From an optimization exercise on the open Yosys and OpenROAD flow, aimed at small area, a short achievable clock period and few clock cycles per item; shortcuts taken in it are not production practice. No functional check of the RTL was part of any run shown here. Power is estimated from default activity; no workload was simulated.

## flow/design.v (module list and top-level ports; edited modules follow where they fit)
// module polygon_convexity_check: 156 lines
// module pcc_booth_enc: 20 lines
// module pcc_cross: 2474 lines
module polygon_convexity_check #(
  parameter int COORD_WIDTH = 16
) (
  input  logic                          clk,
  input  logic                          rst,
  input  logic                          vertex_valid,
  output logic                          vertex_ready,
  input  logic signed [COORD_WIDTH-1:0] vertex_x,
  input  logic signed [COORD_WIDTH-1:0] vertex_y,
  input  logic                          last_vertex,
  output logic                          result_valid,
  input  logic                          result_ready,
  output logic                          is_convex,
  output logic                          too_few
);
  // ...
==> flow/run.sh <==
#!/bin/bash
# synth_recipe.tcl (not shown) runs the flow's synth.tcl, then flattens the netlist and writes it again
# the make line also repeats each setting of config.mk as NAME=value (left out here)
make -C /OpenROAD-flow-scripts/flow DESIGN_CONFIG=/design/flow/config.mk WORK_HOME=/design/flow/orfs CLKGATE_MAP_FILE= SYNTH_SCRIPT=/design/flow/synth_recipe.tcl finish
==> flow/config.mk <==
export PLATFORM = sky130hd
export DESIGN_NAME = polygon_convexity_check
export DESIGN_NICKNAME = polygon_convexity_check
export VERILOG_FILES = /design/flow/design.v
export SDC_FILE = /design/flow/constraint.sdc
export NUM_CORES = 4
export LEC_CHECK = 0
export ABC_AREA = 1
export CAP_MARGIN = 20
export CORE_MARGIN = 2
export CORE_UTILIZATION = 40
export PLACE_DENSITY = 0.6
export SETUP_SLACK_MARGIN = 4.2
export SLEW_MARGIN = 20
==> flow/constraint.sdc <==
create_clock -name core_clock -period 7.5 [get_ports {clk}]
set_input_delay 1.5000 -clock core_clock [delete_from_list [all_inputs] [get_ports {clk}]]
set_output_delay 1.5000 -clock core_clock [all_outputs]
set_load 0.01 [all_outputs]
==> notes.md, run 1 <==
* Starting Density at 0.404
* Detailed Route Iter0 Violations at between 1500 and 2000
* Top class by area: multi-input gates
* Routed vias at just under 20000
* Critical path depth at 17
* Largest register FFs at 52
* Endpoints failing setup at 0
* DIE AREA at ~74000 um^2
* DP HPWL at roughly 58000 um
* Crit path max fanout at 2
* Clock buf count at 61
* Worst R2R Path Depth at 17
* Tapcell count at between 900 and 1000
* Clock power frac at 0.265
* CP max-delay cell: fa_1
* Drt first pass iters at 5
* Outcome: complete, no violations
* Sequential power at 2.54 mW
* CTS Root Cell: clkbuf_16
* Critical path's top delay family: adder cells
* Register area at roughly 10000 um^2
* FILL cells at 6789
* Post-CTS setup buffer count at 8
* CTS tree: done
* Hold_sp: yend
* Post-synth EDFFs at 194
* Multi-input gate count at 1808
* Worst-margin pin slew at ~1.1 ns
* Number of max-cap violations at 0
* WP buf/inv at 3
* Most frequent cell after synthesis: inv_1
* Quantity of gates resized following cts at 75
* Internal reg-to-reg setup slack at roughly 4 ns
* Clk Latency, worst-skew pair at 0.61 ns
* GRT met1 Usage at 0.277
* Synthesis-stage register bit count at 406
* Post-layout min period at about 3.4 ns
* Routed wire length at about 75000 um
* CP peak stage delay at 0.58 ns
* Met2 GRT Util at 0.316
* Core Rows at a little under 100
* Clk sink count at slightly above 400
* First-pass GRT wire length at roughly 120000 um
==> run 2: changes to the inputs <==
--- a/flow/design.v
+++ b/flow/design.v
@@ -1208,189 +1208,136 @@
   logic rg_0_2;
   logic rg_0_3;
   logic rg_1_0;
   logic rg_1_1;
   logic rg_2_0;
   logic rg_2_1;
   logic rg_2_2;
   logic rg_2_3;
-  logic rg_2_4;
-  logic rg_2_5;
   logic rg_3_0;
   logic rg_3_1;
   logic rg_3_2;
   logic rg_3_3;
   logic rg_4_0;
   logic rg_4_1;
   logic rg_4_2;
   logic rg_4_3;
-  logic rg_4_4;
-  logic rg_4_5;
   logic rg_5_0;
   logic rg_5_1;
   logic rg_5_2;
   logic rg_5_3;
-  logic rg_5_4;
-  logic rg_5_5;
   logic rg_6_0;
   logic rg_6_1;
   logic rg_6_2;
   logic rg_6_3;
-  logic rg_6_4;
-  logic rg_6_5;
   logic rg_7_0;
   logic rg_7_1;
   logic rg_7_2;
   logic rg_7_3;
-  logic rg_7_4;
-  logic rg_7_5;
   logic rg_8_0;
   logic rg_8_1;
   logic rg_8_2;
   logic rg_8_3;
-  logic rg_8_4;
-  logic rg_8_5;
   logic rg_9_0;
   logic rg_9_1;
   logic rg_9_2;
   logic rg_9_3;
-  logic rg_9_4;
-  logic rg_9_5;
   logic rg_10_0;
   logic rg_10_1;
   logic rg_10_2;
   logic rg_10_3;
-  logic rg_10_4;
-  logic rg_10_5;
   logic rg_11_0;
   logic rg_11_1;
   logic rg_11_2;
   logic rg_11_3;
-  logic rg_11_4;
-  logic rg_11_5;
   logic rg_12_0;
   logic rg_12_1;
   logic rg_12_2;
   logic rg_12_3;
-  logic rg_12_4;
-  logic rg_12_5;
   logic rg_13_0;
   logic rg_13_1;
   logic rg_13_2;
   logic rg_13_3;
-  logic rg_13_4;
-  logic rg_13_5;
   logic rg_14_0;
   logic rg_14_1;
   logic rg_14_2;
   logic rg_14_3;
-  logic rg_14_4;
-  logic rg_14_5;
   logic rg_15_0;
   logic rg_15_1;
   logic rg_15_2;
   logic rg_15_3;
-  logic rg_15_4;
-  logic rg_15_5;
   logic rg_16_0;
   logic rg_16_1;
   logic rg_16_2;
   logic rg_16_3;
-  logic rg_16_4;
-  logic rg_16_5;
   logic rg_17_0;
   logic rg_17_1;
   logic rg_17_2;
   logic rg_17_3;
-  logic rg_17_4;
-  logic rg_17_5;
   logic rg_18_0;
   logic rg_18_1;
   logic rg_18_2;
   logic rg_18_3;
-  logic rg_18_4;
-  logic rg_18_5;
   logic rg_19_0;
   logic rg_19_1;
   logic rg_19_2;
   logic rg_19_3;
-  logic rg_19_4;
-  logic rg_19_5;
   logic rg_20_0;
   logic rg_20_1;
   logic rg_20_2;
   logic rg_20_3;
-  logic rg_20_4;
-  logic rg_20_5;
   logic rg_21_0;
   logic rg_21_1;
   logic rg_21_2;
   logic rg_21_3;
-  logic rg_21_4;
-  logic rg_21_5;
   logic rg_22_0;
   logic rg_22_1;
   logic rg_22_2;
   logic rg_22_3;
-  logic rg_22_4;
-  logic rg_22_5;
   logic rg_23_0;
   logic rg_23_1;
   logic rg_23_2;
   logic rg_23_3;
-  logic rg_23_4;
-  logic rg_23_5;
   logic rg_24_0;
   logic rg_24_1;
   logic rg_24_2;
   logic rg_24_3;
-  logic rg_24_4;
-  logic rg_24_5;
   logic rg_25_0;
   logic rg_25_1;
   logic rg_25_2;
   logic rg_25_3;
-  logic rg_25_4;
-  logic rg_25_5;
   logic rg_26_0;
   logic rg_26_1;
   logic rg_26_2;
   logic rg_26_3;
-  logic rg_26_4;
-  logic rg_26_5;
   logic rg_27_0;
   logic rg_27_1;
   logic rg_27_2;
   logic rg_27_3;
-  logic rg_27_4;
-  logic rg_27_5;
   logic rg_28_0;
   logic rg_28_1;
   logic rg_28_2;
   logic rg_28_3;
-  logic rg_28_4;
-  logic rg_28_5;
   logic rg_29_0;
   logic rg_29_1;
   logic rg_29_2;
-  logic rg_29_4;
-  logic rg_29_5;
+  logic rg_29_3;
   logic rg_30_0;
   logic rg_30_1;
   logic rg_30_2;
   logic rg_30_3;
-  logic rg_30_4;
-  logic rg_30_5;
   logic rg_31_0;
   logic rg_31_1;
   logic rg_31_2;
   logic rg_31_3;
   logic rg_32_0;
   logic rg_32_1;
+  logic rg_32_2;
+  logic rg_32_3;
   logic rg_33_0;
   logic rg_33_1;
   logic [33:0] s, c;
   assign p_one0 = aenc[0];
   assign p_two0 = aenc[1];
   assign p_neg0 = aenc[2];
   assign p_r0_0 = ((p_one0 & by[0])) ^ p_neg0;
   assign p_r0_1 = ((p_one0 & by[1]) | (p_two0 & by[0])) ^ p_neg0;
@@ -2144,450 +2091,397 @@
   assign s357 = p_r6_16 ^ p_r7_14 ^ p_r8_12;
   assign c358 = (p_r6_16 & p_r7_14) | (p_r6_16 & p_r8_12) | (p_r7_14 & p_r8_12);
   assign s359 = q_r6_16 ^ q_r7_14 ^ q_r8_12;
   assign c360 = (q_r6_16 & q_r7_14) | (q_r6_16 & q_r8_12) | (q_r7_14 & q_r8_12);
   assign s361 = p_rn6 ^ p_r7_15 ^ p_r8_13;
   assign c362 = (p_rn6 & p_r7_15) | (p_rn6 & p_r8_13) | (p_r7_15 & p_r8_13);
   assign s363 = q_rn6 ^ q_r7_15;
   assign c364 = q_rn6 & q_r7_15;
-  assign s365 = rg_2_0 ^ rg_2_1 ^ rg_2_2;
-  assign c366 = (rg_2_0 & rg_2_1) | (rg_2_0 & rg_2_2) | (rg_2_1 & rg_2_2);
-  assign s367 = rg_3_0 ^ rg_3_1;
-  assign c368 = rg_3_0 & rg_3_1;
-  assign s369 = rg_4_0 ^ rg_4_1 ^ rg_4_2;
-  assign c370 = (rg_4_0 & rg_4_1) | (rg_4_0 & rg_4_2) | (rg_4_1 & rg_4_2);
-  assign s371 = rg_4_3 ^ rg_4_4;
-  assign c372 = rg_4_3 & rg_4_4;
-  assign s373 = rg_5_0 ^ rg_5_1 ^ rg_5_2;
-  assign c374 = (rg_5_0 & rg_5_1) | (rg_5_0 & rg_5_2) | (rg_5_1 & rg_5_2);
-  assign s375 = rg_5_3 ^ rg_5_4 ^ rg_5_5;
-  assign c376 = (rg_5_3 & rg_5_4) | (rg_5_3 & rg_5_5) | (rg_5_4 & rg_5_5);
-  assign s377 = rg_6_0 ^ rg_6_1 ^ rg_6_2;
-  assign c378 = (rg_6_0 & rg_6_1) | (rg_6_0 & rg_6_2) | (rg_6_1 & rg_6_2);
-  assign s379 = rg_6_3 ^ rg_6_4 ^ rg_6_5;
-  assign c380 = (rg_6_3 & rg_6_4) | (rg_6_3 & rg_6_5) | (rg_6_4 & rg_6_5);
-  assign s381 = rg_7_0 ^ rg_7_1 ^ rg_7_2;
-  assign c382 = (rg_7_0 & rg_7_1) | (rg_7_0 & rg_7_2) | (rg_7_1 & rg_7_2);
-  assign s383 = rg_7_3 ^ rg_7_4 ^ rg_7_5;
-  assign c384 = (rg_7_3 & rg_7_4) | (rg_7_3 & rg_7_5) | (rg_7_4 & rg_7_5);
-  assign s385 = rg_8_0 ^ rg_8_1 ^ rg_8_2;
-  assign c386 = (rg_8_0 & rg_8_1) | (rg_8_0 & rg_8_2) | (rg_8_1 & rg_8_2);
-  assign s387 = rg_8_3 ^ rg_8_4 ^ rg_8_5;
-  assign c388 = (rg_8_3 & rg_8_4) | (rg_8_3 & rg_8_5) | (rg_8_4 & rg_8_5);
-  assign s389 = rg_9_0 ^ rg_9_1 ^ rg_9_2;
-  assign c390 = (rg_9_0 & rg_9_1) | (rg_9_0 & rg_9_2) | (rg_9_1 & rg_9_2);
-  assign s391 = rg_9_3 ^ rg_9_4 ^ rg_9_5;
-  assign c392 = (rg_9_3 & rg_9_4) | (rg_9_3 & rg_9_5) | (rg_9_4 & rg_9_5);
-  assign s393 = rg_10_0 ^ rg_10_1 ^ rg_10_2;
-  assign c394 = (rg_10_0 & rg_10_1) | (rg_10_0 & rg_10_2) | (rg_10_1 & rg_10_2);
-  assign s395 = rg_10_3 ^ rg_10_4 ^ rg_10_5;
-  assign c396 = (rg_10_3 & rg_10_4) | (rg_10_3 & rg_10_5) | (rg_10_4 & rg_10_5);
-  assign s397 = rg_11_0 ^ rg_11_1 ^ rg_11_2;
-  assign c398 = (rg_11_0 & rg_11_1) | (rg_11_0 & rg_11_2) | (rg_11_1 & rg_11_2);
-  assign s399 = rg_11_3 ^ rg_11_4 ^ rg_11_5;
-  assign c400 = (rg_11_3 & rg_11_4) | (rg_11_3 & rg_11_5) | (rg_11_4 & rg_11_5);
-  assign s401 = rg_12_0 ^ rg_12_1 ^ rg_12_2;
-  assign c402 = (rg_12_0 & rg_12_1) | (rg_12_0 & rg_12_2) | (rg_12_1 & rg_12_2);
-  assign s403 = rg_12_3 ^ rg_12_4 ^ rg_12_5;
-  assign c404 = (rg_12_3 & rg_12_4) | (rg_12_3 & rg_12_5) | (rg_12_4 & rg_12_5);
-  assign s405 = rg_13_0 ^ rg_13_1 ^ rg_13_2;
-  assign c406 = (rg_13_0 & rg_13_1) | (rg_13_0 & rg_13_2) | (rg_13_1 & rg_13_2);
-  assign s407 = rg_13_3 ^ rg_13_4 ^ rg_13_5;
-  assign c408 = (rg_13_3 & rg_13_4) | (rg_13_3 & rg_13_5) | (rg_13_4 & rg_13_5);
-  assign s409 = rg_14_0 ^ rg_14_1 ^ rg_14_2;
-  assign c410 = (rg_14_0 & rg_14_1) | (rg_14_0 & rg_14_2) | (rg_14_1 & rg_14_2);
-  assign s411 = rg_14_3 ^ rg_14_4 ^ rg_14_5;
-  assign c412 = (rg_14_3 & rg_14_4) | (rg_14_3 & rg_14_5) | (rg_14_4 & rg_14_5);
-  assign s413 = rg_15_0 ^ rg_15_1 ^ rg_15_2;
-  assign c414 = (rg_15_0 & rg_15_1) | (rg_15_0 & rg_15_2) | (rg_15_1 & rg_15_2);
-  assign s415 = rg_15_3 ^ rg_15_4 ^ rg_15_5;
-  assign c416 = (rg_15_3 & rg_15_4) | (rg_15_3 & rg_15_5) | (rg_15_4 & rg_15_5);
-  assign s417 = rg_16_0 ^ rg_16_1 ^ rg_16_2;
-  assign c418 = (rg_16_0 & rg_16_1) | (rg_16_0 & rg_16_2) | (rg_16_1 & rg_16_2);
-  assign s419 = rg_16_3 ^ rg_16_4 ^ rg_16_5;
-  assign c420 = (rg_16_3 & rg_16_4) | (rg_16_3 & rg_16_5) | (rg_16_4 & rg_16_5);
-  assign s421 = rg_17_0 ^ rg_17_1 ^ rg_17_2;
-  assign c422 = (rg_17_0 & rg_17_1) | (rg_17_0 & rg_17_2) | (rg_17_1 & rg_17_2);
-  assign s423 = rg_17_3 ^ rg_17_4 ^ rg_17_5;
-  assign c424 = (rg_17_3 & rg_17_4) | (rg_17_3 & rg_17_5) | (rg_17_4 & rg_17_5);
-  assign s425 = rg_18_0 ^ rg_18_1 ^ rg_18_2;
-  assign c426 = (rg_18_0 & rg_18_1) | (rg_18_0 & rg_18_2) | (rg_18_1 & rg_18_2);
-  assign s427 = rg_18_3 ^ rg_18_4 ^ rg_18_5;
-  assign c428 = (rg_18_3 & rg_18_4) | (rg_18_3 & rg_18_5) | (rg_18_4 & rg_18_5);
-  assign s429 = rg_19_0 ^ rg_19_1 ^ rg_19_2;
-  assign c430 = (rg_19_0 & rg_19_1) | (rg_19_0 & rg_19_2) | (rg_19_1 & rg_19_2);
-  assign s431 = rg_19_3 ^ rg_19_4 ^ rg_19_5;
-  assign c432 = (rg_19_3 & rg_19_4) | (rg_19_3 & rg_19_5) | (rg_19_4 & rg_19_5);
-  assign s433 = rg_20_0 ^ rg_20_1 ^ rg_20_2;
-  assign c434 = (rg_20_0 & rg_20_1) | (rg_20_0 & rg_20_2) | (rg_20_1 & rg_20_2);
-  assign s435 = rg_20_3 ^ rg_20_4 ^ rg_20_5;
-  assign c436 = (rg_20_3 & rg_20_4) | (rg_20_3 & rg_20_5) | (rg_20_4 & rg_20_5);
-  assign s437 = rg_21_0 ^ rg_21_1 ^ rg_21_2;
-  assign c438 = (rg_21_0 & rg_21_1) | (rg_21_0 & rg_21_2) | (rg_21_1 & rg_21_2);
-  assign s439 = rg_21_3 ^ rg_21_4 ^ rg_21_5;
-  assign c440 = (rg_21_3 & rg_21_4) | (rg_21_3 & rg_21_5) | (rg_21_4 & rg_21_5);
-  assign s441 = rg_22_0 ^ rg_22_1 ^ rg_22_2;
-  assign c442 = (rg_22_0 & rg_22_1) | (rg_22_0 & rg_22_2) | (rg_22_1 & rg_22_2);
-  assign s443 = rg_22_3 ^ rg_22_4 ^ rg_22_5;
-  assign c444 = (rg_22_3 & rg_22_4) | (rg_22_3 & rg_22_5) | (rg_22_4 & rg_22_5);
-  assign s445 = rg_23_0 ^ rg_23_1 ^ rg_23_2;
-  assign c446 = (rg_23_0 & rg_23_1) | (rg_23_0 & rg_23_2) | (rg_23_1 & rg_23_2);
-  assign s447 = rg_23_3 ^ rg_23_4 ^ rg_23_5;
-  assign c448 = (rg_23_3 & rg_23_4) | (rg_23_3 & rg_23_5) | (rg_23_4 & rg_23_5);
-  assign s449 = rg_24_0 ^ rg_24_1 ^ rg_24_2;
-  assign c450 = (rg_24_0 & rg_24_1) | (rg_24_0 & rg_24_2) | (rg_24_1 & rg_24_2);
-  assign s451 = rg_24_3 ^ rg_24_4 ^ rg_24_5;
-  assign c452 = (rg_24_3 & rg_24_4) | (rg_24_3 & rg_24_5) | (rg_24_4 & rg_24_5);
-  assign s453 = rg_25_0 ^ rg_25_1 ^ rg_25_2;
-  assign c454 = (rg_25_0 & rg_25_1) | (rg_25_0 & rg_25_2) | (rg_25_1 & rg_25_2);
-  assign s455 = rg_25_3 ^ rg_25_4 ^ rg_25_5;
-  assign c456 = (rg_25_3 & rg_25_4) | (rg_25_3 & rg_25_5) | (rg_25_4 & rg_25_5);
-  assign s457 = rg_26_0 ^ rg_26_1 ^ rg_26_2;
-  assign c458 = (rg_26_0 & rg_26_1) | (rg_26_0 & rg_26_2) | (rg_26_1 & rg_26_2);
-  assign s459 = rg_26_3 ^ rg_26_4 ^ rg_26_5;
-  assign c460 = (rg_26_3 & rg_26_4) | (rg_26_3 & rg_26_5) | (rg_26_4 & rg_26_5);
-  assign s461 = rg_27_0 ^ rg_27_1 ^ rg_27_2;
-  assign c462 = (rg_27_0 & rg_27_1) | (rg_27_0 & rg_27_2) | (rg_27_1 & rg_27_2);
-  assign s463 = rg_27_3 ^ rg_27_4 ^ rg_27_5;
-  assign c464 = (rg_27_3 & rg_27_4) | (rg_27_3 & rg_27_5) | (rg_27_4 & rg_27_5);
-  assign s465 = rg_28_0 ^ rg_28_1 ^ rg_28_2;
-  assign c466 = (rg_28_0 & rg_28_1) | (rg_28_0 & rg_28_2) | (rg_28_1 & rg_28_2);
-  assign s467 = rg_28_3 ^ rg_28_4 ^ rg_28_5;
-  assign c468 = (rg_28_3 & rg_28_4) | (rg_28_3 & rg_28_5) | (rg_28_4 & rg_28_5);
-  assign s469 = rg_29_0 ^ rg_29_1 ^ rg_29_2;
-  assign c470 = (rg_29_0 & rg_29_1) | (rg_29_0 & rg_29_2) | (rg_29_1 & rg_29_2);
-  assign s471 = 1'b1 ^ rg_29_4 ^ rg_29_5;
-  assign c472 = (1'b1 & rg_29_4) | (1'b1 & rg_29_5) | (rg_29_4 & rg_29_5);
-  assign s473 = rg_30_0 ^ rg_30_1 ^ rg_30_2;
-  assign c474 = (rg_30_0 & rg_30_1) | (rg_30_0 & rg_30_2) | (rg_30_1 & rg_30_2);
-  assign s475 = rg_30_3 ^ rg_30_4 ^ rg_30_5;
-  assign c476 = (rg_30_3 & rg_30_4) | (rg_30_3 & rg_30_5) | (rg_30_4 & rg_30_5);
-  assign s477 = rg_31_0 ^ rg_31_1 ^ rg_31_2;
-  assign c478 = (rg_31_0 & rg_31_1) | (rg_31_0 & rg_31_2) | (rg_31_1 & rg_31_2);
-  assign s479 = rg_31_3 ^ 1'b1;
-  assign c480 = rg_31_3 & 1'b1;
+  assign s365 = p_r0_2 ^ p_r1_0 ^ p_neg1;
+  assign c366 = (p_r0_2 & p_r1_0) | (p_r0_2 & p_neg1) | (p_r1_0 & p_neg1);
+  assign s367 = p_r0_3 ^ p_r1_1;
+  assign c368 = p_r0_3 & p_r1_1;
+  assign s369 = s223 ^ p_neg2 ^ q_r0_4;
+  assign c370 = (s223 & p_neg2) | (s223 & q_r0_4) | (p_neg2 & q_r0_4);
+  assign s371 = q_r1_2 ^ q_r2_0;
+  assign c372 = q_r1_2 & q_r2_0;
+  assign s373 = s225 ^ p_r2_1 ^ q_r0_5;
+  assign c374 = (s225 & p_r2_1) | (s225 & q_r0_5) | (p_r2_1 & q_r0_5);
+  assign s375 = q_r1_3 ^ q_r2_1 ^ c224;
+  assign c376 = (q_r1_3 & q_r2_1) | (q_r1_3 & c224) | (q_r2_1 & c224);
+  assign s377 = s227 ^ s229 ^ q_r2_2;
+  assign c378 = (s227 & s229) | (s227 & q_r2_2) | (s229 & q_r2_2);
+  assign s379 = q_r3_0 ^ q_neg3 ^ c226;
+  assign c380 = (q_r3_0 & q_neg3) | (q_r3_0 & c226) | (q_neg3 & c226);
+  assign s381 = s231 ^ s233 ^ s235;
+  assign c382 = (s231 & s233) | (s231 & s235) | (s233 & s235);
+  assign s383 = c88 ^ c228 ^ c230;
+  assign c384 = (c88 & c228) | (c88 & c230) | (c228 & c230);
+  assign s385 = s237 ^ s239 ^ s241;
+  assign c386 = (s237 & s239) | (s237 & s241) | (s239 & s241);
+  assign s387 = c232 ^ c234 ^ c236;
+  assign c388 = (c232 & c234) | (c232 & c236) | (c234 & c236);
+  assign s389 = s243 ^ s245 ^ s247;
+  assign c390 = (s243 & s245) | (s243 & s247) | (s245 & s247);
+  assign s391 = c238 ^ c240 ^ c242;
+  assign c392 = (c238 & c240) | (c238 & c242) | (c240 & c242);
+  assign s393 = s249 ^ s251 ^ s253;
+  assign c394 = (s249 & s251) | (s249 & s253) | (s251 & s253);
+  assign s395 = c244 ^ c246 ^ c248;
+  assign c396 = (c244 & c246) | (c244 & c248) | (c246 & c248);
+  assign s397 = s255 ^ s257 ^ s259;
+  assign c398 = (s255 & s257) | (s255 & s259) | (s257 & s259);
+  assign s399 = c250 ^ c252 ^ c254;
+  assign c400 = (c250 & c252) | (c250 & c254) | (c252 & c254);
+  assign s401 = s261 ^ s263 ^ s265;
+  assign c402 = (s261 & s263) | (s261 & s265) | (s263 & s265);
+  assign s403 = c256 ^ c258 ^ c260;
+  assign c404 = (c256 & c258) | (c256 & c260) | (c258 & c260);
+  assign s405 = s267 ^ s269 ^ s271;
+  assign c406 = (s267 & s269) | (s267 & s271) | (s269 & s271);
+  assign s407 = c262 ^ c264 ^ c266;
+  assign c408 = (c262 & c264) | (c262 & c266) | (c264 & c266);
+  assign s409 = s273 ^ s275 ^ s277;
+  assign c410 = (s273 & s275) | (s273 & s277) | (s275 & s277);
+  assign s411 = c268 ^ c270 ^ c272;
+  assign c412 = (c268 & c270) | (c268 & c272) | (c270 & c272);
+  assign s413 = s279 ^ s281 ^ s283;
+  assign c414 = (s279 & s281) | (s279 & s283) | (s281 & s283);
+  assign s415 = c274 ^ c276 ^ c278;
+  assign c416 = (c274 & c276) | (c274 & c278) | (c276 & c278);
+  assign s417 = s285 ^ s287 ^ s289;
+  assign c418 = (s285 & s287) | (s285 & s289) | (s287 & s289);
+  assign s419 = c280 ^ c282 ^ c284;
+  assign c420 = (c280 & c282) | (c280 & c284) | (c282 & c284);
+  assign s421 = s291 ^ s293 ^ s295;
+  assign c422 = (s291 & s293) | (s291 & s295) | (s293 & s295);
+  assign s423 = c286 ^ c288 ^ c290;
+  assign c424 = (c286 & c288) | (c286 & c290) | (c288 & c290);
+  assign s425 = s297 ^ s299 ^ s301;
+  assign c426 = (s297 & s299) | (s297 & s301) | (s299 & s301);
+  assign s427 = c292 ^ c294 ^ c296;
+  assign c428 = (c292 & c294) | (c292 & c296) | (c294 & c296);
+  assign s429 = s303 ^ s305 ^ s307;
+  assign c430 = (s303 & s305) | (s303 & s307) | (s305 & s307);
+  assign s431 = c298 ^ c300 ^ c302;
+  assign c432 = (c298 & c300) | (c298 & c302) | (c300 & c302);
+  assign s433 = s309 ^ s311 ^ s313;
+  assign c434 = (s309 & s311) | (s309 & s313) | (s311 & s313);
+  assign s435 = c304 ^ c306 ^ c308;
+  assign c436 = (c304 & c306) | (c304 & c308) | (c306 & c308);
+  assign s437 = s315 ^ s317 ^ s319;
+  assign c438 = (s315 & s317) | (s315 & s319) | (s317 & s319);
+  assign s439 = c310 ^ c312 ^ c314;
+  assign c440 = (c310 & c312) | (c310 & c314) | (c312 & c314);
+  assign s441 = s321 ^ s323 ^ s325;
+  assign c442 = (s321 & s323) | (s321 & s325) | (s323 & s325);
+  assign s443 = c316 ^ c318 ^ c320;
+  assign c444 = (c316 & c318) | (c316 & c320) | (c318 & c320);
+  assign s445 = s327 ^ s329 ^ s331;
+  assign c446 = (s327 & s329) | (s327 & s331) | (s329 & s331);
+  assign s447 = c322 ^ c324 ^ c326;
+  assign c448 = (c322 & c324) | (c322 & c326) | (c324 & c326);
+  assign s449 = s333 ^ s335 ^ s337;
+  assign c450 = (s333 & s335) | (s333 & s337) | (s335 & s337);
+  assign s451 = c328 ^ c330 ^ c332;
+  assign c452 = (c328 & c330) | (c328 & c332) | (c330 & c332);
+  assign s453 = s339 ^ s341 ^ s343;
+  assign c454 = (s339 & s341) | (s339 & s343) | (s341 & s343);
+  assign s455 = c334 ^ c336 ^ c338;
+  assign c456 = (c334 & c336) | (c334 & c338) | (c336 & c338);
+  assign s457 = s345 ^ s347 ^ s349;
+  assign c458 = (s345 & s347) | (s345 & s349) | (s347 & s349);
+  assign s459 = c340 ^ c342 ^ c344;
+  assign c460 = (c340 & c342) | (c340 & c344) | (c342 & c344);
+  assign s461 = s351 ^ s353 ^ s355;
+  assign c462 = (s351 & s353) | (s351 & s355) | (s353 & s355);
+  assign s463 = c346 ^ c348 ^ c350;
+  assign c464 = (c346 & c348) | (c346 & c350) | (c348 & c350);
+  assign s465 = s357 ^ s359 ^ c222;
+  assign c466 = (s357 & s359) | (s357 & c222) | (s359 & c222);
+  assign s467 = c352 ^ c354 ^ c356;
+  assign c468 = (c352 & c354) | (c352 & c356) | (c354 & c356);
+  assign s469 = s361 ^ s363 ^ q_r8_13;
+  assign c470 = (s361 & s363) | (s361 & q_r8_13) | (s363 & q_r8_13);
+  assign s471 = 1'b1 ^ c358 ^ c360;
+  assign c472 = (1'b1 & c358) | (1'b1 & c360) | (c358 & c360);
+  assign s473 = p_r7_16 ^ p_r8_14 ^ q_r7_16;
+  assign c474 = (p_r7_16 & p_r8_14) | (p_r7_16 & q_r7_16) | (p_r8_14 & q_r7_16);
+  assign s475 = q_r8_14 ^ c362 ^ c364;
+  assign c476 = (q_r8_14 & c362) | (q_r8_14 & c364) | (c362 & c364);
+  assign s477 = p_rn7 ^ p_r8_15 ^ q_rn7;
+  assign c478 = (p_rn7 & p_r8_15) | (p_rn7 & q_rn7) | (p_r8_15 & q_rn7);
+  assign s479 = q_r8_15 ^ 1'b1;
+  assign c480 = q_r8_15 & 1'b1;
   assign s481 = rg_0_0 ^ rg_0_1;
   assign c482 = rg_0_0 & rg_0_1;
-  assign s483 = s365 ^ rg_2_3;
-  assign c484 = s365 & rg_2_3;
-  assign s485 = s367 ^ rg_3_2 ^ rg_3_3;
-  assign c486 = (s367 & rg_3_2) | (s367 & rg_3_3) | (rg_3_2 & rg_3_3);
-  assign s487 = s369 ^ s371 ^ rg_4_5;
-  assign c488 = (s369 & s371) | (s369 & rg_4_5) | (s371 & rg_4_5);
-  assign s489 = s373 ^ s375 ^ c370;
-  assign c490 = (s373 & s375) | (s373 & c370) | (s375 & c370);
-  assign s491 = s377 ^ s379 ^ c374;
-  assign c492 = (s377 & s379) | (s377 & c374) | (s379 & c374);
-  assign s493 = s381 ^ s383 ^ c378;
-  assign c494 = (s381 & s383) | (s381 & c378) | (s383 & c378);
-  assign s495 = s385 ^ s387 ^ c382;
-  assign c496 = (s385 & s387) | (s385 & c382) | (s387 & c382);
-  assign s497 = s389 ^ s391 ^ c386;
-  assign c498 = (s389 & s391) | (s389 & c386) | (s391 & c386);
-  assign s499 = s393 ^ s395 ^ c390;
-  assign c500 = (s393 & s395) | (s393 & c390) | (s395 & c390);
-  assign s501 = s397 ^ s399 ^ c394;
-  assign c502 = (s397 & s399) | (s397 & c394) | (s399 & c394);
-  assign s503 = s401 ^ s403 ^ c398;
-  assign c504 = (s401 & s403) | (s401 & c398) | (s403 & c398);
-  assign s505 = s405 ^ s407 ^ c402;
-  assign c506 = (s405 & s407) | (s405 & c402) | (s407 & c402);
-  assign s507 = s409 ^ s411 ^ c406;
-  assign c508 = (s409 & s411) | (s409 & c406) | (s411 & c406);
-  assign s509 = s413 ^ s415 ^ c410;
-  assign c510 = (s413 & s415) | (s413 & c410) | (s415 & c410);
-  assign s511 = s417 ^ s419 ^ c414;
-  assign c512 = (s417 & s419) | (s417 & c414) | (s419 & c414);
-  assign s513 = s421 ^ s423 ^ c418;
-  assign c514 = (s421 & s423) | (s421 & c418) | (s423 & c418);
-  assign s515 = s425 ^ s427 ^ c422;
-  assign c516 = (s425 & s427) | (s425 & c422) | (s427 & c422);
-  assign s517 = s429 ^ s431 ^ c426;
-  assign c518 = (s429 & s431) | (s429 & c426) | (s431 & c426);
-  assign s519 = s433 ^ s435 ^ c430;
-  assign c520 = (s433 & s435) | (s433 & c430) | (s435 & c430);
-  assign s521 = s437 ^ s439 ^ c434;
-  assign c522 = (s437 & s439) | (s437 & c434) | (s439 & c434);
-  assign s523 = s441 ^ s443 ^ c438;
-  assign c524 = (s441 & s443) | (s441 & c438) | (s443 & c438);
-  assign s525 = s445 ^ s447 ^ c442;
-  assign c526 = (s445 & s447) | (s445 & c442) | (s447 & c442);
-  assign s527 = s449 ^ s451 ^ c446;
-  assign c528 = (s449 & s451) | (s449 & c446) | (s451 & c446);
-  assign s529 = s453 ^ s455 ^ c450;
-  assign c530 = (s453 & s455) | (s453 & c450) | (s455 & c450);
-  assign s531 = s457 ^ s459 ^ c454;
-  assign c532 = (s457 & s459) | (s457 & c454) | (s459 & c454);
-  assign s533 = s461 ^ s463 ^ c458;
-  assign c534 = (s461 & s463) | (s461 & c458) | (s463 & c458);
-  assign s535 = s465 ^ s467 ^ c462;
-  assign c536 = (s465 & s467) | (s465 & c462) | (s467 & c462);
-  assign s537 = s469 ^ s471 ^ c466;
-  assign c538 = (s469 & s471) | (s469 & c466) | (s471 & c466);
-  assign s539 = s473 ^ s475 ^ c470;
-  assign c540 = (s473 & s475) | (s473 & c470) | (s475 & c470);
-  assign s541 = s477 ^ s479 ^ c474;
-  assign c542 = (s477 & s479) | (s477 & c474) | (s479 & c474);
-  assign s543 = rg_32_0 ^ rg_32_1 ^ c478;
-  assign c544 = (rg_32_0 & rg_32_1) | (rg_32_0 & c478) | (rg_32_1 & c478);
+  assign s483 = rg_2_0 ^ rg_2_1;
+  assign c484 = rg_2_0 & rg_2_1;
+  assign s485 = rg_3_0 ^ rg_3_1 ^ rg_3_2;
+  assign c486 = (rg_3_0 & rg_3_1) | (rg_3_0 & rg_3_2) | (rg_3_1 & rg_3_2);
+  assign s487 = rg_4_0 ^ rg_4_1 ^ rg_4_2;
+  assign c488 = (rg_4_0 & rg_4_1) | (rg_4_0 & rg_4_2) | (rg_4_1 & rg_4_2);
+  assign s489 = rg_5_0 ^ rg_5_1 ^ rg_5_2;
+  assign c490 = (rg_5_0 & rg_5_1) | (rg_5_0 & rg_5_2) | (rg_5_1 & rg_5_2);
+  assign s491 = rg_6_0 ^ rg_6_1 ^ rg_6_2;
+  assign c492 = (rg_6_0 & rg_6_1) | (rg_6_0 & rg_6_2) | (rg_6_1 & rg_6_2);
+  assign s493 = rg_7_0 ^ rg_7_1 ^ rg_7_2;
+  assign c494 = (rg_7_0 & rg_7_1) | (rg_7_0 & rg_7_2) | (rg_7_1 & rg_7_2);
+  assign s495 = rg_8_0 ^ rg_8_1 ^ rg_8_2;
+  assign c496 = (rg_8_0 & rg_8_1) | (rg_8_0 & rg_8_2) | (rg_8_1 & rg_8_2);
+  assign s497 = rg_9_0 ^ rg_9_1 ^ rg_9_2;
+  assign c498 = (rg_9_0 & rg_9_1) | (rg_9_0 & rg_9_2) | (rg_9_1 & rg_9_2);
+  assign s499 = rg_10_0 ^ rg_10_1 ^ rg_10_2;
+  assign c500 = (rg_10_0 & rg_10_1) | (rg_10_0 & rg_10_2) | (rg_10_1 & rg_10_2);
+  assign s501 = rg_11_0 ^ rg_11_1 ^ rg_11_2;
+  assign c502 = (rg_11_0 & rg_11_1) | (rg_11_0 & rg_11_2) | (rg_11_1 & rg_11_2);
+  assign s503 = rg_12_0 ^ rg_12_1 ^ rg_12_2;
+  assign c504 = (rg_12_0 & rg_12_1) | (rg_12_0 & rg_12_2) | (rg_12_1 & rg_12_2);
+  assign s505 = rg_13_0 ^ rg_13_1 ^ rg_13_2;
+  assign c506 = (rg_13_0 & rg_13_1) | (rg_13_0 & rg_13_2) | (rg_13_1 & rg_13_2);
+  assign s507 = rg_14_0 ^ rg_14_1 ^ rg_14_2;
+  assign c508 = (rg_14_0 & rg_14_1) | (rg_14_0 & rg_14_2) | (rg_14_1 & rg_14_2);
+  assign s509 = rg_15_0 ^ rg_15_1 ^ rg_15_2;
+  assign c510 = (rg_15_0 & rg_15_1) | (rg_15_0 & rg_15_2) | (rg_15_1 & rg_15_2);
+  assign s511 = rg_16_0 ^ rg_16_1 ^ rg_16_2;
+  assign c512 = (rg_16_0 & rg_16_1) | (rg_16_0 & rg_16_2) | (rg_16_1 & rg_16_2);
+  assign s513 = rg_17_0 ^ rg_17_1 ^ rg_17_2;
+  assign c514 = (rg_17_0 & rg_17_1) | (rg_17_0 & rg_17_2) | (rg_17_1 & rg_17_2);
+  assign s515 = rg_18_0 ^ rg_18_1 ^ rg_18_2;
+  assign c516 = (rg_18_0 & rg_18_1) | (rg_18_0 & rg_18_2) | (rg_18_1 & rg_18_2);
+  assign s517 = rg_19_0 ^ rg_19_1 ^ rg_19_2;
+  assign c518 = (rg_19_0 & rg_19_1) | (rg_19_0 & rg_19_2) | (rg_19_1 & rg_19_2);
+  assign s519 = rg_20_0 ^ rg_20_1 ^ rg_20_2;
+  assign c520 = (rg_20_0 & rg_20_1) | (rg_20_0 & rg_20_2) | (rg_20_1 & rg_20_2);
+  assign s521 = rg_21_0 ^ rg_21_1 ^ rg_21_2;
+  assign c522 = (rg_21_0 & rg_21_1) | (rg_21_0 & rg_21_2) | (rg_21_1 & rg_21_2);
+  assign s523 = rg_22_0 ^ rg_22_1 ^ rg_22_2;
+  assign c524 = (rg_22_0 & rg_22_1) | (rg_22_0 & rg_22_2) | (rg_22_1 & rg_22_2);
+  assign s525 = rg_23_0 ^ rg_23_1 ^ rg_23_2;
+  assign c526 = (rg_23_0 & rg_23_1) | (rg_23_0 & rg_23_2) | (rg_23_1 & rg_23_2);
+  assign s527 = rg_24_0 ^ rg_24_1 ^ rg_24_2;
+  assign c528 = (rg_24_0 & rg_24_1) | (rg_24_0 & rg_24_2) | (rg_24_1 & rg_24_2);
+  assign s529 = rg_25_0 ^ rg_25_1 ^ rg_25_2;
+  assign c530 = (rg_25_0 & rg_25_1) | (rg_25_0 & rg_25_2) | (rg_25_1 & rg_25_2);
+  assign s531 = rg_26_0 ^ rg_26_1 ^ rg_26_2;
+  assign c532 = (rg_26_0 & rg_26_1) | (rg_26_0 & rg_26_2) | (rg_26_1 & rg_26_2);
+  assign s533 = rg_27_0 ^ rg_27_1 ^ rg_27_2;
+  assign c534 = (rg_27_0 & rg_27_1) | (rg_27_0 & rg_27_2) | (rg_27_1 & rg_27_2);
+  assign s535 = rg_28_0 ^ rg_28_1 ^ rg_28_2;
+  assign c536 = (rg_28_0 & rg_28_1) | (rg_28_0 & rg_28_2) | (rg_28_1 & rg_28_2);
+  assign s537 = rg_29_0 ^ rg_29_1 ^ rg_29_2;
+  assign c538 = (rg_29_0 & rg_29_1) | (rg_29_0 & rg_29_2) | (rg_29_1 & rg_29_2);
+  assign s539 = rg_30_0 ^ rg_30_1 ^ rg_30_2;
+  assign c540 = (rg_30_0 & rg_30_1) | (rg_30_0 & rg_30_2) | (rg_30_1 & rg_30_2);
+  assign s541 = rg_31_0 ^ rg_31_1 ^ rg_31_2;
+  assign c542 = (rg_31_0 & rg_31_1) | (rg_31_0 & rg_31_2) | (rg_31_1 & rg_31_2);
+  assign s543 = rg_32_0 ^ rg_32_1 ^ rg_32_2;
+  assign c544 = (rg_32_0 & rg_32_1) | (rg_32_0 & rg_32_2) | (rg_32_1 & rg_32_2);
   assign s545 = rg_33_0 ^ rg_33_1;
   assign c546 = rg_33_0 & rg_33_1;
   assign s547 = s481 ^ rg_0_2;
   assign c548 = s481 & rg_0_2;
   assign s549 = rg_1_0 ^ rg_1_1 ^ c482;
   assign c550 = (rg_1_0 & rg_1_1) | (rg_1_0 & c482) | (rg_1_1 & c482);
-  assign s551 = s483 ^ rg_2_4 ^ rg_2_5;
-  assign c552 = (s483 & rg_2_4) | (s483 & rg_2_5) | (rg_2_4 & rg_2_5);
-  assign s553 = s485 ^ c366 ^ c484;
-  assign c554 = (s485 & c366) | (s485 & c484) | (c366 & c484);
-  assign s555 = s487 ^ c368 ^ c486;
-  assign c556 = (s487 & c368) | (s487 & c486) | (c368 & c486);
-  assign s557 = s489 ^ c372 ^ c488;
-  assign c558 = (s489 & c372) | (s489 & c488) | (c372 & c488);
-  assign s559 = s491 ^ c376 ^ c490;
-  assign c560 = (s491 & c376) | (s491 & c490) | (c376 & c490);
-  assign s561 = s493 ^ c380 ^ c492;
-  assign c562 = (s493 & c380) | (s493 & c492) | (c380 & c492);
-  assign s563 = s495 ^ c384 ^ c494;
-  assign c564 = (s495 & c384) | (s495 & c494) | (c384 & c494);
-  assign s565 = s497 ^ c388 ^ c496;
-  assign c566 = (s497 & c388) | (s497 & c496) | (c388 & c496);
-  assign s567 = s499 ^ c392 ^ c498;
-  assign c568 = (s499 & c392) | (s499 & c498) | (c392 & c498);
-  assign s569 = s501 ^ c396 ^ c500;
-  assign c570 = (s501 & c396) | (s501 & c500) | (c396 & c500);
-  assign s571 = s503 ^ c400 ^ c502;
-  assign c572 = (s503 & c400) | (s503 & c502) | (c400 & c502);
-  assign s573 = s505 ^ c404 ^ c504;
-  assign c574 = (s505 & c404) | (s505 & c504) | (c404 & c504);
-  assign s575 = s507 ^ c408 ^ c506;
-  assign c576 = (s507 & c408) | (s507 & c506) | (c408 & c506);
-  assign s577 = s509 ^ c412 ^ c508;
-  assign c578 = (s509 & c412) | (s509 & c508) | (c412 & c508);
-  assign s579 = s511 ^ c416 ^ c510;
-  assign c580 = (s511 & c416) | (s511 & c510) | (c416 & c510);
-  assign s581 = s513 ^ c420 ^ c512;
-  assign c582 = (s513 & c420) | (s513 & c512) | (c420 & c512);
-  assign s583 = s515 ^ c424 ^ c514;
-  assign c584 = (s515 & c424) | (s515 & c514) | (c424 & c514);
-  assign s585 = s517 ^ c428 ^ c516;
-  assign c586 = (s517 & c428) | (s517 & c516) | (c428 & c516);
-  assign s587 = s519 ^ c432 ^ c518;
-  assign c588 = (s519 & c432) | (s519 & c518) | (c432 & c518);
-  assign s589 = s521 ^ c436 ^ c520;
-  assign c590 = (s521 & c436) | (s521 & c520) | (c436 & c520);
-  assign s591 = s523 ^ c440 ^ c522;
-  assign c592 = (s523 & c440) | (s523 & c522) | (c440 & c522);
-  assign s593 = s525 ^ c444 ^ c524;
-  assign c594 = (s525 & c444) | (s525 & c524) | (c444 & c524);
-  assign s595 = s527 ^ c448 ^ c526;
-  assign c596 = (s527 & c448) | (s527 & c526) | (c448 & c526);
-  assign s597 = s529 ^ c452 ^ c528;
-  assign c598 = (s529 & c452) | (s529 & c528) | (c452 & c528);
-  assign s599 = s531 ^ c456 ^ c530;
-  assign c600 = (s531 & c456) | (s531 & c530) | (c456 & c530);
-  assign s601 = s533 ^ c460 ^ c532;
-  assign c602 = (s533 & c460) | (s533 & c532) | (c460 & c532);
-  assign s603 = s535 ^ c464 ^ c534;
-  assign c604 = (s535 & c464) | (s535 & c534) | (c464 & c534);
-  assign s605 = s537 ^ c468 ^ c536;
-  assign c606 = (s537 & c468) | (s537 & c536) | (c468 & c536);
-  assign s607 = s539 ^ c472 ^ c538;
-  assign c608 = (s539 & c472) | (s539 & c538) | (c472 & c538);
-  assign s609 = s541 ^ c476 ^ c540;
-  assign c610 = (s541 & c476) | (s541 & c540) | (c476 & c540);
-  assign s611 = s543 ^ c480 ^ c542;
-  assign c612 = (s543 & c480) | (s543 & c542) | (c480 & c542);
+  assign s551 = s483 ^ rg_2_2 ^ rg_2_3;
+  assign c552 = (s483 & rg_2_2) | (s483 & rg_2_3) | (rg_2_2 & rg_2_3);
+  assign s553 = s485 ^ rg_3_3 ^ c484;
+  assign c554 = (s485 & rg_3_3) | (s485 & c484) | (rg_3_3 & c484);
+  assign s555 = s487 ^ rg_4_3 ^ c486;
+  assign c556 = (s487 & rg_4_3) | (s487 & c486) | (rg_4_3 & c486);
+  assign s557 = s489 ^ rg_5_3 ^ c488;
+  assign c558 = (s489 & rg_5_3) | (s489 & c488) | (rg_5_3 & c488);
+  assign s559 = s491 ^ rg_6_3 ^ c490;
+  assign c560 = (s491 & rg_6_3) | (s491 & c490) | (rg_6_3 & c490);
+  assign s561 = s493 ^ rg_7_3 ^ c492;
+  assign c562 = (s493 & rg_7_3) | (s493 & c492) | (rg_7_3 & c492);
+  assign s563 = s495 ^ rg_8_3 ^ c494;
+  assign c564 = (s495 & rg_8_3) | (s495 & c494) | (rg_8_3 & c494);
+  assign s565 = s497 ^ rg_9_3 ^ c496;
+  assign c566 = (s497 & rg_9_3) | (s497 & c496) | (rg_9_3 & c496);
+  assign s567 = s499 ^ rg_10_3 ^ c498;
+  assign c568 = (s499 & rg_10_3) | (s499 & c498) | (rg_10_3 & c498);
+  assign s569 = s501 ^ rg_11_3 ^ c500;
+  assign c570 = (s501 & rg_11_3) | (s501 & c500) | (rg_11_3 & c500);
+  assign s571 = s503 ^ rg_12_3 ^ c502;
+  assign c572 = (s503 & rg_12_3) | (s503 & c502) | (rg_12_3 & c502);
+  assign s573 = s505 ^ rg_13_3 ^ c504;
+  assign c574 = (s505 & rg_13_3) | (s505 & c504) | (rg_13_3 & c504);
+  assign s575 = s507 ^ rg_14_3 ^ c506;
+  assign c576 = (s507 & rg_14_3) | (s507 & c506) | (rg_14_3 & c506);
+  assign s577 = s509 ^ rg_15_3 ^ c508;
+  assign c578 = (s509 & rg_15_3) | (s509 & c508) | (rg_15_3 & c508);
+  assign s579 = s511 ^ rg_16_3 ^ c510;
+  assign c580 = (s511 & rg_16_3) | (s511 & c510) | (rg_16_3 & c510);
+  assign s581 = s513 ^ rg_17_3 ^ c512;
+  assign c582 = (s513 & rg_17_3) | (s513 & c512) | (rg_17_3 & c512);
+  assign s583 = s515 ^ rg_18_3 ^ c514;
+  assign c584 = (s515 & rg_18_3) | (s515 & c514) | (rg_18_3 & c514);
+  assign s585 = s517 ^ rg_19_3 ^ c516;
+  assign c586 = (s517 & rg_19_3) | (s517 & c516) | (rg_19_3 & c516);
+  assign s587 = s519 ^ rg_20_3 ^ c518;
+  assign c588 = (s519 & rg_20_3) | (s519 & c518) | (rg_20_3 & c518);
+  assign s589 = s521 ^ rg_21_3 ^ c520;
+  assign c590 = (s521 & rg_21_3) | (s521 & c520) | (rg_21_3 & c520);
+  assign s591 = s523 ^ rg_22_3 ^ c522;
+  assign c592 = (s523 & rg_22_3) | (s523 & c522) | (rg_22_3 & c522);
+  assign s593 = s525 ^ rg_23_3 ^ c524;
+  assign c594 = (s525 & rg_23_3) | (s525 & c524) | (rg_23_3 & c524);
+  assign s595 = s527 ^ rg_24_3 ^ c526;
+  assign c596 = (s527 & rg_24_3) | (s527 & c526) | (rg_24_3 & c526);
+  assign s597 = s529 ^ rg_25_3 ^ c528;
+  assign c598 = (s529 & rg_25_3) | (s529 & c528) | (rg_25_3 & c528);
+  assign s599 = s531 ^ rg_26_3 ^ c530;
+  assign c600 = (s531 & rg_26_3) | (s531 & c530) | (rg_26_3 & c530);
+  assign s601 = s533 ^ rg_27_3 ^ c532;
+  assign c602 = (s533 & rg_27_3) | (s533 & c532) | (rg_27_3 & c532);
+  assign s603 = s535 ^ rg_28_3 ^ c534;
+  assign c604 = (s535 & rg_28_3) | (s535 & c534) | (rg_28_3 & c534);
+  assign s605 = s537 ^ rg_29_3 ^ c536;
+  assign c606 = (s537 & rg_29_3) | (s537 & c536) | (rg_29_3 & c536);
+  assign s607 = s539 ^ rg_30_3 ^ c538;
+  assign c608 = (s539 & rg_30_3) | (s539 & c538) | (rg_30_3 & c538);
+  assign s609 = s541 ^ rg_31_3 ^ c540;
+  assign c610 = (s541 & rg_31_3) | (s541 & c540) | (rg_31_3 & c540);
+  assign s611 = s543 ^ rg_32_3 ^ c542;
+  assign c612 = (s543 & rg_32_3) | (s543 & c542) | (rg_32_3 & c542);
   assign s613 = s545 ^ 1'b1 ^ c544;
   assign c614 = (s545 & 1'b1) | (s545 & c544) | (1'b1 & c544);
   always_ff @(posedge clk) begin
     rg_0_0 <= p_r0_0;
     rg_0_1 <= p_neg0;
     rg_0_2 <= q_r0_0;
     rg_0_3 <= q_neg0;
     rg_1_0 <= p_r0_1;
     rg_1_1 <= q_r0_1;
-    rg_2_0 <= p_r0_2;
-    rg_2_1 <= p_r1_0;
-    rg_2_2 <= p_neg1;
-    rg_2_3 <= q_r0_2;
-    rg_2_4 <= q_r1_0;
-    rg_2_5 <= q_neg1;
-    rg_3_0 <= p_r0_3;
-    rg_3_1 <= p_r1_1;
-    rg_3_2 <= q_r0_3;
-    rg_3_3 <= q_r1_1;
-    rg_4_0 <= s223;
-    rg_4_1 <= p_neg2;
-    rg_4_2 <= q_r0_4;
-    rg_4_3 <= q_r1_2;
-    rg_4_4 <= q_r2_0;
-    rg_4_5 <= q_neg2;
-    rg_5_0 <= s225;
-    rg_5_1 <= p_r2_1;
-    rg_5_2 <= q_r0_5;
-    rg_5_3 <= q_r1_3;
-    rg_5_4 <= q_r2_1;
-    rg_5_5 <= c224;
-    rg_6_0 <= s227;
-    rg_6_1 <= s229;
-    rg_6_2 <= q_r2_2;
-    rg_6_3 <= q_r3_0;
-    rg_6_4 <= q_neg3;
-    rg_6_5 <= c226;
-    rg_7_0 <= s231;
-    rg_7_1 <= s233;
-    rg_7_2 <= s235;
-    rg_7_3 <= c88;
-    rg_7_4 <= c228;
-    rg_7_5 <= c230;
-    rg_8_0 <= s237;
-    rg_8_1 <= s239;
-    rg_8_2 <= s241;
-    rg_8_3 <= c232;
-    rg_8_4 <= c234;
-    rg_8_5 <= c236;
-    rg_9_0 <= s243;
-    rg_9_1 <= s245;
-    rg_9_2 <= s247;
-    rg_9_3 <= c238;
-    rg_9_4 <= c240;
-    rg_9_5 <= c242;
-    rg_10_0 <= s249;
-    rg_10_1 <= s251;
-    rg_10_2 <= s253;
-    rg_10_3 <= c244;
-    rg_10_4 <= c246;
-    rg_10_5 <= c248;
-    rg_11_0 <= s255;
-    rg_11_1 <= s257;
-    rg_11_2 <= s259;
-    rg_11_3 <= c250;
-    rg_11_4 <= c252;
-    rg_11_5 <= c254;
-    rg_12_0 <= s261;
-    rg_12_1 <= s263;
-    rg_12_2 <= s265;
-    rg_12_3 <= c256;
-    rg_12_4 <= c258;
-    rg_12_5 <= c260;
-    rg_13_0 <= s267;
-    rg_13_1 <= s269;
-    rg_13_2 <= s271;
-    rg_13_3 <= c262;
-    rg_13_4 <= c264;
-    rg_13_5 <= c266;
-    rg_14_0 <= s273;
-    rg_14_1 <= s275;
-    rg_14_2 <= s277;
-    rg_14_3 <= c268;
-    rg_14_4 <= c270;
-    rg_14_5 <= c272;
-    rg_15_0 <= s279;
-    rg_15_1 <= s281;
-    rg_15_2 <= s283;
-    rg_15_3 <= c274;
-    rg_15_4 <= c276;
-    rg_15_5 <= c278;
-    rg_16_0 <= s285;
-    rg_16_1 <= s287;
-    rg_16_2 <= s289;
-    rg_16_3 <= c280;
-    rg_16_4 <= c282;
-    rg_16_5 <= c284;
-    rg_17_0 <= s291;
-    rg_17_1 <= s293;
-    rg_17_2 <= s295;
-    rg_17_3 <= c286;
-    rg_17_4 <= c288;
-    rg_17_5 <= c290;
-    rg_18_0 <= s297;
-    rg_18_1 <= s299;
-    rg_18_2 <= s301;
-    rg_18_3 <= c292;
-    rg_18_4 <= c294;
-    rg_18_5 <= c296;
-    rg_19_0 <= s303;
-    rg_19_1 <= s305;
-    rg_19_2 <= s307;
-    rg_19_3 <= c298;
-    rg_19_4 <= c300;
-    rg_19_5 <= c302;
-    rg_20_0 <= s309;
-    rg_20_1 <= s311;
-    rg_20_2 <= s313;
-    rg_20_3 <= c304;
-    rg_20_4 <= c306;
-    rg_20_5 <= c308;
-    rg_21_0 <= s315;
-    rg_21_1 <= s317;
-    rg_21_2 <= s319;
-    rg_21_3 <= c310;
-    rg_21_4 <= c312;
-    rg_21_5 <= c314;
-    rg_22_0 <= s321;
-    rg_22_1 <= s323;
-    rg_22_2 <= s325;
-    rg_22_3 <= c316;
-    rg_22_4 <= c318;
-    rg_22_5 <= c320;
-    rg_23_0 <= s327;
-    rg_23_1 <= s329;
-    rg_23_2 <= s331;
-    rg_23_3 <= c322;
-    rg_23_4 <= c324;
-    rg_23_5 <= c326;
-    rg_24_0 <= s333;
-    rg_24_1 <= s335;
-    rg_24_2 <= s337;
-    rg_24_3 <= c328;
-    rg_24_4 <= c330;
-    rg_24_5 <= c332;
-    rg_25_0 <= s339;
-    rg_25_1 <= s341;
-    rg_25_2 <= s343;
-    rg_25_3 <= c334;
-    rg_25_4 <= c336;
-    rg_25_5 <= c338;
-    rg_26_0 <= s345;
-    rg_26_1 <= s347;
-    rg_26_2 <= s349;
-    rg_26_3 <= c340;
-    rg_26_4 <= c342;
-    rg_26_5 <= c344;
-    rg_27_0 <= s351;
-    rg_27_1 <= s353;
-    rg_27_2 <= s355;
-    rg_27_3 <= c346;
-    rg_27_4 <= c348;
-    rg_27_5 <= c350;
-    rg_28_0 <= s357;
-    rg_28_1 <= s359;
-    rg_28_2 <= c222;
-    rg_28_3 <= c352;
-    rg_28_4 <= c354;
-    rg_28_5 <= c356;
-    rg_29_0 <= s361;
-    rg_29_1 <= s363;
-    rg_29_2 <= q_r8_13;
-    rg_29_4 <= c358;
-    rg_29_5 <= c360;
-    rg_30_0 <= p_r7_16;
-    rg_30_1 <= p_r8_14;
-    rg_30_2 <= q_r7_16;
-    rg_30_3 <= q_r8_14;
-    rg_30_4 <= c362;
-    rg_30_5 <= c364;
-    rg_31_0 <= p_rn7;
-    rg_31_1 <= p_r8_15;
-    rg_31_2 <= q_rn7;
-    rg_31_3 <= q_r8_15;
+    rg_2_0 <= s365;
+    rg_2_1 <= q_r0_2;
+    rg_2_2 <= q_r1_0;
+    rg_2_3 <= q_neg1;
+    rg_3_0 <= s367;
+    rg_3_1 <= q_r0_3;
+    rg_3_2 <= q_r1_1;
+    rg_3_3 <= c366;
+    rg_4_0 <= s369;
+    rg_4_1 <= s371;
+    rg_4_2 <= q_neg2;
+    rg_4_3 <= c368;
+    rg_5_0 <= s373;
+    rg_5_1 <= s375;
+    rg_5_2 <= c370;
+    rg_5_3 <= c372;
+    rg_6_0 <= s377;
+    rg_6_1 <= s379;
+    rg_6_2 <= c374;
+    rg_6_3 <= c376;
+    rg_7_0 <= s381;
+    rg_7_1 <= s383;
+    rg_7_2 <= c378;
+    rg_7_3 <= c380;
+    rg_8_0 <= s385;
+    rg_8_1 <= s387;
+    rg_8_2 <= c382;
+    rg_8_3 <= c384;
+    rg_9_0 <= s389;
+    rg_9_1 <= s391;
+    rg_9_2 <= c386;
+    rg_9_3 <= c388;
+    rg_10_0 <= s393;
+    rg_10_1 <= s395;
+    rg_10_2 <= c390;
+    rg_10_3 <= c392;
+    rg_11_0 <= s397;
+    rg_11_1 <= s399;
+    rg_11_2 <= c394;
+    rg_11_3 <= c396;
+    rg_12_0 <= s401;
+    rg_12_1 <= s403;
+    rg_12_2 <= c398;
+    rg_12_3 <= c400;
+    rg_13_0 <= s405;
+    rg_13_1 <= s407;
+    rg_13_2 <= c402;
+    rg_13_3 <= c404;
+    rg_14_0 <= s409;
+    rg_14_1 <= s411;
+    rg_14_2 <= c406;
+    rg_14_3 <= c408;
+    rg_15_0 <= s413;
+    rg_15_1 <= s415;
+    rg_15_2 <= c410;
+    rg_15_3 <= c412;
+    rg_16_0 <= s417;
+    rg_16_1 <= s419;
+    rg_16_2 <= c414;
+    rg_16_3 <= c416;
+    rg_17_0 <= s421;
+    rg_17_1 <= s423;
+    rg_17_2 <= c418;
+    rg_17_3 <= c420;
+    rg_18_0 <= s425;
+    rg_18_1 <= s427;
+    rg_18_2 <= c422;
+    rg_18_3 <= c424;
+    rg_19_0 <= s429;
+    rg_19_1 <= s431;
+    rg_19_2 <= c426;
+    rg_19_3 <= c428;
+    rg_20_0 <= s433;
+    rg_20_1 <= s435;
+    rg_20_2 <= c430;
+    rg_20_3 <= c432;
+    rg_21_0 <= s437;
+    rg_21_1 <= s439;
+    rg_21_2 <= c434;
+    rg_21_3 <= c436;
+    rg_22_0 <= s441;
+    rg_22_1 <= s443;
+    rg_22_2 <= c438;
+    rg_22_3 <= c440;
+    rg_23_0 <= s445;
+    rg_23_1 <= s447;
+    rg_23_2 <= c442;
+    rg_23_3 <= c444;
+    rg_24_0 <= s449;
+    rg_24_1 <= s451;
+    rg_24_2 <= c446;
+    rg_24_3 <= c448;
+    rg_25_0 <= s453;
+    rg_25_1 <= s455;
+    rg_25_2 <= c450;
+    rg_25_3 <= c452;
+    rg_26_0 <= s457;
+    rg_26_1 <= s459;
+    rg_26_2 <= c454;
+    rg_26_3 <= c456;
+    rg_27_0 <= s461;
+    rg_27_1 <= s463;
+    rg_27_2 <= c458;
+    rg_27_3 <= c460;
+    rg_28_0 <= s465;
+    rg_28_1 <= s467;
+    rg_28_2 <= c462;
+    rg_28_3 <= c464;
+    rg_29_0 <= s469;
+    rg_29_1 <= s471;
+    rg_29_2 <= c466;
+    rg_29_3 <= c468;
+    rg_30_0 <= s473;
+    rg_30_1 <= s475;
+    rg_30_2 <= c470;
+    rg_30_3 <= c472;
+    rg_31_0 <= s477;
+    rg_31_1 <= s479;
+    rg_31_2 <= c474;
+    rg_31_3 <= c476;
     rg_32_0 <= p_r8_16;
     rg_32_1 <= q_r8_16;
+    rg_32_2 <= c478;
+    rg_32_3 <= c480;
     rg_33_0 <= p_rn8;
     rg_33_1 <= q_rn8;
   end
   assign s[0] = s547;
   assign c[0] = rg_0_3;
   assign s[1] = s549;
   assign c[1] = c548;
   assign s[2] = s551;
==> notes.md, run 2 <==
* Setup TNS Final at 0 ns
* Leakage power at between 10 and 15 nW
* Area fraction of the dominant cell type after synthesis at 0.215
* Layout cells sized above 1 at 0.174
* Register area at 9010 um^2 (-11%)
* Most frequent cell after synthesis: inv_1
* Routed vias at 20100 (+2.2%)
* Max Clk Rate at 289 MHz
* DIE AREA at 69700 um^2 (-6.2%)
* Synth cell types at 43
* Area post-placement at roughly 28000 um^2
* Routed wire length at 83800 um (+11%)
* Worst R2R Path Depth at 8 (-9)
* Hold_sp: yfirst
* Post-synth ARST share at 0
* CTS tree: done
* Clk buf depth at 3
* Hold Crit Class: reg -> reg
* Top cells by count, synth: inv_1, xor2_1, nand2_1
* Switching share of power at 0.298
* Max VDD drop at slightly above 0.2 mV
* Antenna violations before repair at 0
* Hold worst-path end: zfirst
* Tcrit/Tclk final at 0.461
* Number of max-cap violations at 0 (unchanged)
* GRT Overall Usage at 0.241
* Worst Path Class, Setup: reg -> reg
* Outcome: complete, no violations
* Detailed Route Iter0 Violations at 1676 (+3.5%)
* FILL cells at 6222 (-8.4%)
* CTS Root Cell: clkbuf_16
* Endpoints failing setup at 0 (unchanged)
* Slew Viols, Final at 0
* Die X at 264 um
* RR Startpoint: a_enc[21]
* Drt first pass iters at 6 (+1)
* Nets at between 3000 and 4000
* WL/cell at 22.1 um
* Core Rows at 95 (-3.1%)
* Antenna cells at 0
* Crit end category: register
* RSZ-0062 raised after global routing: yes
* I/O Buffers at 40
* Biggest register: a_enc
* Placed instance count at roughly 3600
* Clk Latency, worst-skew pair at 0.61 ns (about the same)
* Largest net degree at the start of global routing at 87
* Crit path max fanout at 7 (+5)
* Cts bufs inserted at 40
* Cell Count, Final, Fillers Out at 3783
* Starting Density at 0.404 (about the same)
* FF-to-FF End: u_cross.rg_21_0
* Logic pwr share at 0.217
* Synthesis-stage register bit count at 353 (-13%)
* GR Overflow Total at 0
* DP HPWL at 61300 um (+5.7%)
* Core area at ~67000 um^2
* Seq pwr share at 0.408
* H-tree depth at 2
* Gpl congestion at just under 1
* Max Clock Skew at around 0.045 ns
* Synthesized area at approximately 27000 um^2
* Die height at between 200 and 300 um
* IO Count at just over 40
* First-pass GRT wire length at 127000 um (+9.4%)
* Final ANT Viol Nets at 0
* Clk sink count at 353 (-13%)
* Worst-margin pin slew at 0.661 ns (-0.419 ns)
* DR vias/cell at around 5.3
* Drt drc at 0
* Mapped Nets at approximately 3200
* CP Data Required Time at approximately 8.0 ns
* Critical path startpoint category: register
* Area of the multi-input gates at 16200 um^2
* Slew HR at 0.559
* Syn. warnings at 4
* Number of global-route vias before repair at around 21000
* WP data arrival at about 4.0 ns
* Post-layout min period at 3.46 ns (+0.0788 ns)
* PnR Total Power at about 5.3 mW
* Largest register FFs at 52 (unchanged)
* PwrDens at approximately 170 nW/um^2
* Fin area at roughly 32000 um^2
* Hold Vio Cnt, Final at 0
* Internal at 3.70 mW
* Primary FF master, synth: edfxtp_1
* Clock transition at path regs at ~0.060 ns
* Avg Inst Size Synth at 9.88 um^2
* Clock power frac at 0.374 (+0.109)
* Hold Buf Count CTS at 0
* Area contributors post-synth: edfxtp_1, fa_1, dfxtp_1
* Post-synth EDFFs at 194 (unchanged)
* Post-synth top area cell: edfxtp_1
* Post-synthesis sequential area ratio at 0.333
* Commonest non-fill, non-tap cell in the layout: inv_1
* Cells after synthesis at roughly 2700
* Area delta synth->final at 17.2%
* Most frequent cells in the layout: inv_1, xor2_1, nand2_1
* WHS Path Cells at 0
* Internal reg-to-reg setup slack at 4.04 ns (-0.08 ns)
* Psw at between 1.5 and 2 mW
## run 2: cell types whose count changed after synthesis, moves of 6 or more
cell     change
inv_1      -182
dfxtp_1     -53
nand2_1     -35
nor2_1      -21
nand2_2     +12
nand3_1      -8
nand4_1      +6
o21ai_0      +6
## run 2: area by class of cell
| type | count | area share |
|---|---|---|
| inverter | 500 | 0.0683 |
| multi-input combinational | 1769 | 0.510 |
| sequential | 353 | 0.284 |
| timing repair inverter | 2 | 0.000473 |
| timing repair buffer | 212 | 0.0601 |
| clock buffer | 50 | 0.0341 |
| tap | 873 | 0.0344 |
| clock inverter | 24 | 0.00868 |
## run 2: logic make-up (layout without fill, tap and decap cells)
kind of cell | after synthesis | after routing | share of synthesized area
AO/OA/AOI/OAI | 431 | 431 | 0.104
AND/OR/NAND/NOR | 533 | 534 | 0.0815
buffers and inverters | 617 | 788 | 0.0887
adder cells (fa/ha/maj) | 404 | 404 | 0.261
XOR/XNOR | 370 | 370 | 0.120
flip-flops | 353 | 353 | 0.333
multiplexers | 30 | 30 | 0.0112
## run 2: worst max path at each step
stage                       to  slack [ns]  cells after the start       from
6_report       u_cross.rg_21_0        4.04                      8  a_enc[21]
5_1_grt        u_cross.rg_21_0        4.01                      9   a_enc[9]
4_1_cts        u_cross.rg_17_0        4.06                      7   a_enc[3]
3_5_place_dp         a_enc[29]        2.95                      7        rst
3_3_place_gp         a_enc[27]        3.03                      7        rst
2_1_floorplan  u_cross.rg_14_0        4.20                      9   a_enc[0]
## run 2: layer usage
metal | part of all wire | vias to the layer above | GRT usage
met4 | 0.064 | 0 | 0.130
met1 | 0.41 | 9723 | 0.316
met3 | 0.085 | 271 | 0.0496
li1 | - | 9087 | -
met5 | 0 | - | 0
met2 | 0.44 | 995 | 0.376
## run 2: through the flow
| stage | hold slack, ns | setup WS (ns) | utilization |
|---|---|---|---|
| global route | 0.342 | 4.01 | 0.473 |
| detailed placement | 0.321 | 2.95 | 0.421 |
| global placement | 0.314 | 3.03 | 0.421 |
| finish | 0.334 | 4.04 | 0.473 |
| floorplan | 0.310 | 4.20 | - |
| CTS | 0.333 | 4.06 | 0.466 |
## run 2: critical path, stage by stage, from the launching register on
cell and delay, ns:
edfxtp_1 0.47, clkinvlp_4 0.28, buf_4 0.21, o22ai_2 0.16, xor2_2 0.19, fa_1 0.45, fa_1 0.59, fa_1 0.47
fa_2 0.57
## run 2: timing repair
| action | CTS | global route |
|---|---|---|
| gates resized for setup | 188 | 65 |
| setup buffers | 127 | 23 |
| gates cloned | 3 | 0 |
| endpoints found under the hold margin | 0 | 0 |
| setup endpoints to repair | 219 | 63 |
| pin swaps | 71 | 37 |
## run 2: power groups by stage
stage / clock, mW / sequential [mW] / combinational (mW)
floorplan: 0 / 2.19 / 0.786
CTS: 2.02 / 2.16 / 1.15
detailed placement: 0 / 2.20 / 1.13
global placement: 0 / 2.20 / 1.11
global route: 2.10 / 2.16 / 1.30
finish: 1.98 / 2.16 / 1.15

re-timing with driven ports:
In the flow no input, the clock included, has a driving cell. The finished layouts below were timed again as built, in two steps.
Step 1 assumes that a clkbuf_16 drives the clock port and a buf_2 every other input.
Step 2 times the ports against the registers' clock, not the clock port: input delays grow and output delays shrink by t, the midpoint of the rising clock arrivals with the driver on.
a / b / c = ideal ports / drivers / drivers and shift; a / b = the first two.
run | t, ns | slack for setup (ns) | hold slack, ns | clock arrival spread, ns | pins driven straight from the clock port
run 1 | 0.657 | 4.121 / 4.121 / 3.782 | 0.325 / 0.325 / 0.325 | 0.035 / 0.035 | 1
run 2 | 0.649 | 4.042 / 4.042 / 3.707 | 0.334 / 0.334 / 0.334 | 0.047 / 0.047 | 1
After both steps setup and hold are still met in every run listed. For run 1, which loses most, drivers alone change the setup slack by 0.000 ns; drivers and shift together by -0.339 ns.
